Source: an optimization exercise on an open RTL-to-GDS flow (aim: small area, a short achievable clock period and few clock cycles per item). Production flows keep margins and buffers that such runs may drop.
The RTL was checked by simulation tests, not by an equivalence proof against the original design.
Power is estimated from default activity; no workload was simulated.

File: design/flow/config.mk
export PLATFORM = sky130hd
export DESIGN_NAME = ysyx_25030085_mc_core
export DESIGN_NICKNAME = ysyx_25030085_mc_core
export VERILOG_FILES = /design/flow/design.v
export SDC_FILE = /design/flow/constraint.sdc
export NUM_CORES = 4
export LEC_CHECK = 0
export CAP_MARGIN = 20
export CORE_MARGIN = 2
export CORE_UTILIZATION = 55
export SETUP_SLACK_MARGIN = 3
export SLEW_MARGIN = 20
File: design/flow/constraint.sdc
create_clock -name core_clock -period 12.0 [get_ports {clk}]
set_input_delay 2.4000 -clock core_clock [delete_from_list [all_inputs] [get_ports {clk}]]
set_output_delay 2.4000 -clock core_clock [all_outputs]
set_load 0.01 [all_outputs]
File: design/flow/design.v
module ysyx_25030085_mc_core #(
   parameter logic [31:0] RESET_PC = 32'h8000_0000,
   parameter int          NR_REGS  = 16
) (
   input  logic        clk,
   input  logic        rst,
   output logic        ifu_req_valid,
   input  logic        ifu_req_ready,
   output logic [31:0] ifu_req_addr,
   input  logic        ifu_rsp_valid,
   input  logic [31:0] ifu_rsp_inst,
   output logic [31:0] pc_out,
   output logic        commit_valid,
   output logic [31:0] commit_pc,
   output logic [4:0]  commit_rd,
   output logic [31:0] commit_wdata,
   output logic        halt,
   output logic        illegal
);
   localparam int AW = $clog2(NR_REGS);
   logic [31:0] r_pc;
   logic [31:1] r_pc_hi;    
   logic        r_busy;      
   logic        r_halt;
   logic        r_illegal;
   logic [31:0] r_gpr [1:NR_REGS-1];
   logic [NR_REGS-1:1] r_vld;
   logic [NR_REGS-1:0] w_wsel;    
   logic [31:0] w_rf [NR_REGS];   
   logic [NR_REGS-1:0] w_vld;
   logic [31:0] w_ir;
   logic [6:0]  w_op, w_f7;
   logic [4:0]  w_rd, w_rs1, w_rs2;
   logic [2:0]  w_f3;
   logic [31:0] w_imm_i, w_imm_u, w_imm_j;
   logic        w_addi, w_addsub, w_lui, w_auipc, w_jal, w_jalr, w_ebreak;
   logic        w_badreg, w_legal, w_wen;
   logic [31:0] w_a, w_b, w_x, w_pc4, w_res, w_npc;
   logic        w_use_rs2, w_sub, w_use_pc;
   logic [31:0] w_bop;
   logic [32:0] w_sum;
   logic [31:0] w_oth;
   logic        w_sel_x, w_jump;
   assign w_ir  = ifu_rsp_inst;
   assign w_op  = w_ir[6:0];
   assign w_rd  = w_ir[11:7];
   assign w_f3  = w_ir[14:12];
   assign w_rs1 = w_ir[19:15];
   assign w_rs2 = w_ir[24:20];
   assign w_f7  = w_ir[31:25];
   assign w_imm_i = {{20{w_ir[31]}}, w_ir[31:20]};
   assign w_imm_u = {w_ir[31:12], 12'b0};
   assign w_imm_j = {{12{w_ir[31]}}, w_ir[19:12],
                     w_ir[20], w_ir[30:21], 1'b0};
   assign w_addi   = (w_op == 7'h13) && (w_f3 == 3'd0);
   assign w_addsub = (w_op == 7'h33) && (w_f3 == 3'd0)
                     && (w_f7[6] == 1'b0) && (w_f7[4:0] == 5'd0);
   assign w_lui    = (w_op == 7'h37);
   assign w_auipc  = (w_op == 7'h17);
   assign w_jal    = (w_op == 7'h6f);
   assign w_jalr   = (w_op == 7'h67) && (w_f3 == 3'd0);
   assign w_ebreak = (w_ir == 32'h0010_0073);
   assign w_badreg = w_rd[4]
                   | ((w_addi | w_addsub | w_jalr) & w_rs1[4])
                   | (w_addsub & w_rs2[4]);
   assign w_legal  = (w_addi | w_addsub | w_lui | w_auipc
                     | w_jal | w_jalr | w_ebreak) & ~w_badreg;
   assign w_wen    = w_legal & (w_rd != 5'd0);
   assign w_use_pc  = w_ir[2] & (w_ir[3] | ~w_ir[5]);  
   assign w_use_rs2 = w_ir[5] & w_ir[4] & ~w_ir[2];  
   assign w_sub     = w_use_rs2 & w_ir[30];
   always_comb begin
      w_a = w_use_pc ? r_pc : '0;
      w_b = '0;
      for (int i = 1; i < NR_REGS; i++) begin
         w_a = w_a | (w_rf[i] & {32{!w_use_pc && w_vld[i]
                                    && w_rs1[AW-1:0] == AW'(i)}});
         w_b = w_b | (w_rf[i] & {32{w_vld[i] && w_rs2[AW-1:0] == AW'(i)}});
      end
   end
   always_comb begin
      if (w_use_rs2)               w_bop = w_b ^ {32{w_sub}};
      else if (w_use_pc)           w_bop = w_ir[3] ? w_imm_j : w_imm_u;
      else                         w_bop = w_imm_i;
   end
   assign w_sum = {w_a, 1'b1} + {w_bop, w_sub};
   assign w_x   = w_sum[32:1];
   assign r_pc  = {r_pc_hi, 1'b0};
   assign w_pc4 = r_pc + 32'd4;
   assign w_sel_x = ~w_ir[2] | ~(w_ir[6] | w_ir[5]);
   assign w_jump  = w_ir[2] & w_ir[6];
   assign w_oth   = w_ir[6] ? w_pc4 : w_imm_u;
   always_comb begin
      w_res = w_sel_x ? w_x : w_oth;
      if (w_ir[2] & w_ir[6]) w_npc = {w_x[31:1], 1'b0};
      else                   w_npc = w_pc4;
   end
   always_comb begin
      if (ifu_rsp_valid) ifu_req_valid = !r_halt && w_legal && !w_ebreak;
      else               ifu_req_valid = !r_halt && !r_busy;
      ifu_req_addr = ({32{ifu_rsp_valid && w_jump}} & {w_x[31:1], 1'b0})
                   | ({32{!(ifu_rsp_valid && w_jump)}}
                      & (ifu_rsp_valid ? w_pc4 : r_pc));
      commit_valid = ifu_rsp_valid && w_legal;
      commit_pc    = r_pc;
      commit_rd    = w_rd;
      commit_wdata = ({32{w_sel_x && w_rd != 5'd0}} & w_x)
                   | ({32{!w_sel_x && w_rd != 5'd0}} & w_oth);
      halt         = r_halt;
      illegal      = r_illegal;
      pc_out       = r_pc;
   end
   always_ff @(posedge clk or negedge rst) begin
      if (!rst) begin
         r_pc_hi   <= RESET_PC[31:1];
         r_busy    <= 1'b0;
         r_halt    <= 1'b0;
         r_illegal <= 1'b0;
      end else begin
         if (ifu_req_valid && ifu_req_ready) r_busy <= 1'b1;
         else if (ifu_rsp_valid)             r_busy <= 1'b0;
         if (ifu_rsp_valid) begin
            if (!w_legal) begin
               r_halt    <= 1'b1;
               r_illegal <= 1'b1;
            end else if (w_ebreak) begin
               r_halt <= 1'b1;
            end else begin
               r_pc_hi <= w_npc[31:1];
            end
         end
      end
   end
   assign w_wsel[0] = 1'b0;
   assign w_vld[0]  = 1'b0;
   assign w_rf[0]   = '0;
   for (genvar i = 1; i < NR_REGS; i++) begin : g_gpr
      assign w_wsel[i] = ifu_rsp_valid && w_wen && (w_rd[AW-1:0] == AW'(i));
      always_ff @(posedge clk or negedge rst) begin
         if (!rst)           r_vld[i] <= 1'b0;
         else if (w_wsel[i]) r_vld[i] <= 1'b1;
      end
      always_ff @(posedge clk) begin
         if (w_wsel[i]) r_gpr[i] <= w_res;
      end
      assign w_vld[i] = r_vld[i];
      assign w_rf[i]  = r_gpr[i];
   end
endmodule
File: design/flow/flow/run.sh
#!/bin/bash
# The standard layout (the standard.sh, standard synthesis unchanged),
# with these changes to how the layout is made:
#  - clock tree: clkbuf_8 buffers in clusters of up to 10 sinks and no dummy
#    loads, so the tree needs fewer and smaller buffers;
#  - port buffers: every input and output port still gets its own buffer,
#    but it starts as buf_1 (timing repair resizes it where needed);
set -euo pipefail
ARGS=(
  CTS_ARGS="-sink_clustering_enable -repair_clock_nets -dont_use_dummy_load -buf_list sky130_fd_sc_hd__clkbuf_8 -sink_clustering_size 10 -sink_clustering_max_diameter 50"
  BUFFER_PORTS_ARGS="-buffer_cell sky130_fd_sc_hd__buf_1"
)
bash standard.sh "${ARGS[@]}" cts > flow_make_cts.log 2>&1
bash standard.sh "${ARGS[@]}" SETUP_SLACK_MARGIN=2.6 finish > flow_make_finish.log 2>&1
File: design/flow/standard.sh
#!/bin/bash
# synth_recipe.tcl (not shown) runs the flow's synth.tcl, then flattens the netlist and writes it again
# the make line also repeats each setting of config.mk as NAME=value (left out here)
make -C /OpenROAD-flow-scripts/flow DESIGN_CONFIG=/design/flow/config.mk WORK_HOME=/design/flow/orfs CLKGATE_MAP_FILE= SYNTH_SCRIPT=/design/flow/synth_recipe.tcl "${@:-finish}"
==> results.txt <==
metal layers:
layer	GRT usage	up-vias	wire length [um]
li1	-	9530	-
met1	0.597	11707	41200
met2	0.666	2746	48700
met3	0.205	706	21700
met4	0.316	4	10000
met5	0.0313	-	184
worst max-delay path, cell delays in order:
cell and delay [ns]:
buf_6 0.13, and2b_2 0.28, and3_4 0.20, buf_12 0.17, a22o_1 0.26, a221oi_2 0.27
nand4_1 0.21, xnor2_2 0.46, o21ai_2 0.15, ha_4 0.24, a21o_1 0.21, and4_1 0.24
a211oi_2 0.23, o21ai_4 0.12, a221oi_4 0.40, o41ai_4 0.16, o311a_1 0.33, mux2_4 0.27
buf_6 0.12
report_power, final:
group	switching [mW]	leakage, nW	internal [mW]
Combinational	0.356	5.05	0.172
Clock	0.631	0.503	0.516
Sequential	0.0481	4.98	2.06
Total	1.04	10.5	2.75
synthesized netlist by cell type (55+ instances only):
cell type / count
o21ai_0: 116
and3_1: 71
nand2_1: 166
a221oi_1: 90
a222oi_1: 56
a22oi_1: 232
nand4_1: 55
clkbuf_1: 146
a22o_1: 63
nand3_1: 87
a21oi_1: 95
nor2_1: 97
edfxtp_1: 480
sequential cells by signal, summed over array words and instances (netlist names):
| signal | cells |
|---|---|
| r_busy | 1 |
| r_gpr | 480 |
| r_halt | 1 |
| r_illegal | 1 |
| r_pc_hi | 31 |
| r_vld | 15 |
final timing paths:
| check | startpoint | end | slack, ns | depth (start not counted) |
|---|---|---|---|---|
| setup / recovery | ifu_rsp_inst[23] | ifu_req_addr[28] | 2.72 | 19 |
| hold / removal | r_illegal | r_illegal | 0.48 | 1 |
| min in group asynchronous | rst | r_busy | 1.91 | 2 |
| max in group asynchronous | rst | r_pc_hi[15] | 9.60 | 2 |
| setup reg to reg | r_vld[14] | r_gpr[14][24] | 7.00 | 16 |
| hold reg to reg | r_illegal | r_illegal | 0.48 | 1 |
metrics by stage:
stage,worst slack (ns),std cells
after floorplan,3.02,2303
after global placement,1.32,2962
after detailed placement,1.23,2962
after CTS,2.98,3118
after global routing,2.62,3119
final,2.72,3122
layout make-up:
class / count / area [um2]
Clock buffer: 70 / 963
Antenna cell: 3 / 7.51
Tap cell: 622 / 778
Fill cell: 3774 / 17500
Inverter: 18 / 67.6
Sequential cell: 529 / 15600
Multi-Input combinational cell: 1537 / 11300
Timing Repair Buffer: 343 / 2400
cell usage in the layout, fill, tap and decap left out, drive strengths merged, types with 6 or more instances in the layout:
cell	instances
o211ai	13
dfrtp	48
nor4	6
clkbuf	74
a32oi	6
a221oi	91
inv	17
a21o	30
ha	32
mux2	19
nand4	55
buf	337
edfxtp	480
nor2b	17
and2	48
or3	8
nand2b	6
a211oi	16
xnor2	47
nand3b	6
or2	17
nand2	166
a31oi	11
mux2i	9
o21ai	117
and3	74
and4	18
a22o	63
o22ai	6
nor3	8
a222oi	56
nand3	89
nor2	97
xor2	34
a21oi	95
a22oi	232
kinds of logic after synthesis:
group / after synthesis / share of synthesized area
AOI/OAI and AO/OA: 768 / 0.208
xor gates and xnor gates: 81 / 0.0266
adders and majority gates: 33 / 0.0156
buffers and inverters: 240 / 0.0397
DFF: 529 / 0.580
muxes: 28 / 0.0113
other: 1 / 0.000139
and+or+nand+nor: 621 / 0.119
repair_timing:
item,4_1_cts,5_1_grt
resized for setup,272,2
pin swaps,68,0
endpoints found under the hold margin,0,0
gates cloned,5,0
endpoints found under the setup margin,62,1
setup buffers,81,0
==> flow_metrics.py <==
metrics = {
    "run_status": {
        "run_status": "no timing/DRC/antenna violations",
    },
    "detailed_routing": {
        "first_iter_violations": 5487,
        "drtAntennaViolNets": 0,
        "via_per_inst": 7.91,
        "drt_pass1_iterations": 12,
        "routedWlPerCell_um": 39.0,
        "vias": 24693,
        "drt-total-wl_um": 122000,
        "drcViolationCount": 0,
    },
    "placed_design": {
        "io_buffers": 169,
        "place_hpwl_um": 71700,
        "place_congestion": 0.992,
        "placed_area_um2": 28300,
    },
    "sta": {
        "whs_ns": 0.481,
        "period_needed_ns": 9.28,
        "maxSlewHeadroom": 0.310,
        "tightestPinTransition_ns": 1.04,
        "setup_violations": 0,
        "hold_viol_final": 0,
        "tns_ns": 0,
        "rsz0062_at_grt": "false",
        "maxSlewViolCount": 0,
        "timing.fmax_ghz": 0.108,
        "finalCritPeriodShare": 0.773,
        "skew_ns": 0.0812,
    },
    "clock_network": {
        "tritoncts": "built",
        "clock-sinks": 529,
        "clk_pin_slew_ns": 0.08,
        "clk_path_buf_depth": 3,
        "postCtsHoldBufs": 0,
        "cts_buffers": 70,
        "cts_root_buf": "clkbuf_8",
        "htreeDepth": 3,
        "clock_latency_ns": 0.68,
    },
    "global_route": {
        "antenna_found_initial": 2,
        "grt_pass1_vias": 23239,
        "grt_start_max_net_pins": 50,
        "grt_pass1_wl_um": 169000,
        "grt.overflow.total": 0,
        "grt.total_usage": 0.476,
    },
    "finish": {
        "layout-drive-gt1-share": 0.184,
        "final_util": 0.640,
        "syn_to_final_growth_pct": 15.3,
        "final_nets": 2568,
        "final_area_um2": 31100,
    },
    "setup_path": {
        "endpoint_kind": "output port",
        "required_ns": 9.60,
        "critPathMaxFanout": 16,
        "cp_data_arrival_time_ns": 6.88,
        "startpoint_type": "input port",
        "crit_type": "input port to output port",
    },
    "synthesis": {
        "ys.flop_type": "edfxtp_1",
        "yosys_register_bits": 529,
        "synth_area_leaders": "edfxtp_1 53%, a22oi_1 6.5%, dfrtp_1 4.5%",
        "synth_edf_count": 480,
        "synthDistinctLibCells": 78,
        "yosysTopAreaCell": "edfxtp_1",
        "yosysSeqAreaShare": 0.580,
        "syn_area_um2": 27000,
        "yosys_warnings": 3,
        "synth.avg_cell_area_um2": 11.7,
        "postSynthCellCount": 2301,
        "synth_top_area_share": 0.534,
        "async_reset_ff_frac": 0.0926,
    },
    "power_and_ir_drop": {
        "ir_worst_vdd_uv": 105,
        "total_power_mw": 3.78,
        "p_leak_nw": 10.5,
        "power_density_nw_per_um2": 122,
    },
    "die": {
        "die_h_um": 226,
        "rows": 81,
        "fp.dieW_um": 226,
        "coreArea_um2": 48600,
        "num_io_pins": 173,
        "die_area_um2": 50900,
        "initial_core_util": 0.555,
    },
    "worst_hold_path": {
        "holdCritPathClass": "flip-flop to flip-flop",
    },
    "job": {
        "maxCapViolCount": 0,
    },
}
Testbench counts, summed over its fixed seeds: cycles 32,451, instrs 32,387.

[what the ideal ports hide]
No port has a modelled driver above. Below, the same layout with a new extraction and two added sets of constraints. Step 1, drivers: a clkbuf_16 drives clk and a buf_2 each remaining input, both assumed. Step 2, shift: input delay + t, output delay - t, t = (earliest + latest rising clock arrival at the registers) / 2. This alone moves slack from input paths to output paths. a / b / c = no drivers / after step 1 / after step 2; a / b = the first two.
t (ns): 0.690
slack for setup (ns): 2.722 / 2.682 / 2.682
hold WS [ns]: 0.481 / 0.481 / 0.481
latest minus earliest clock arrival (ns): 0.081 / 0.081
After both steps this run still meets setup and hold. The setup slack of this run moves by -0.040 ns with the drivers and by -0.040 ns with both steps.
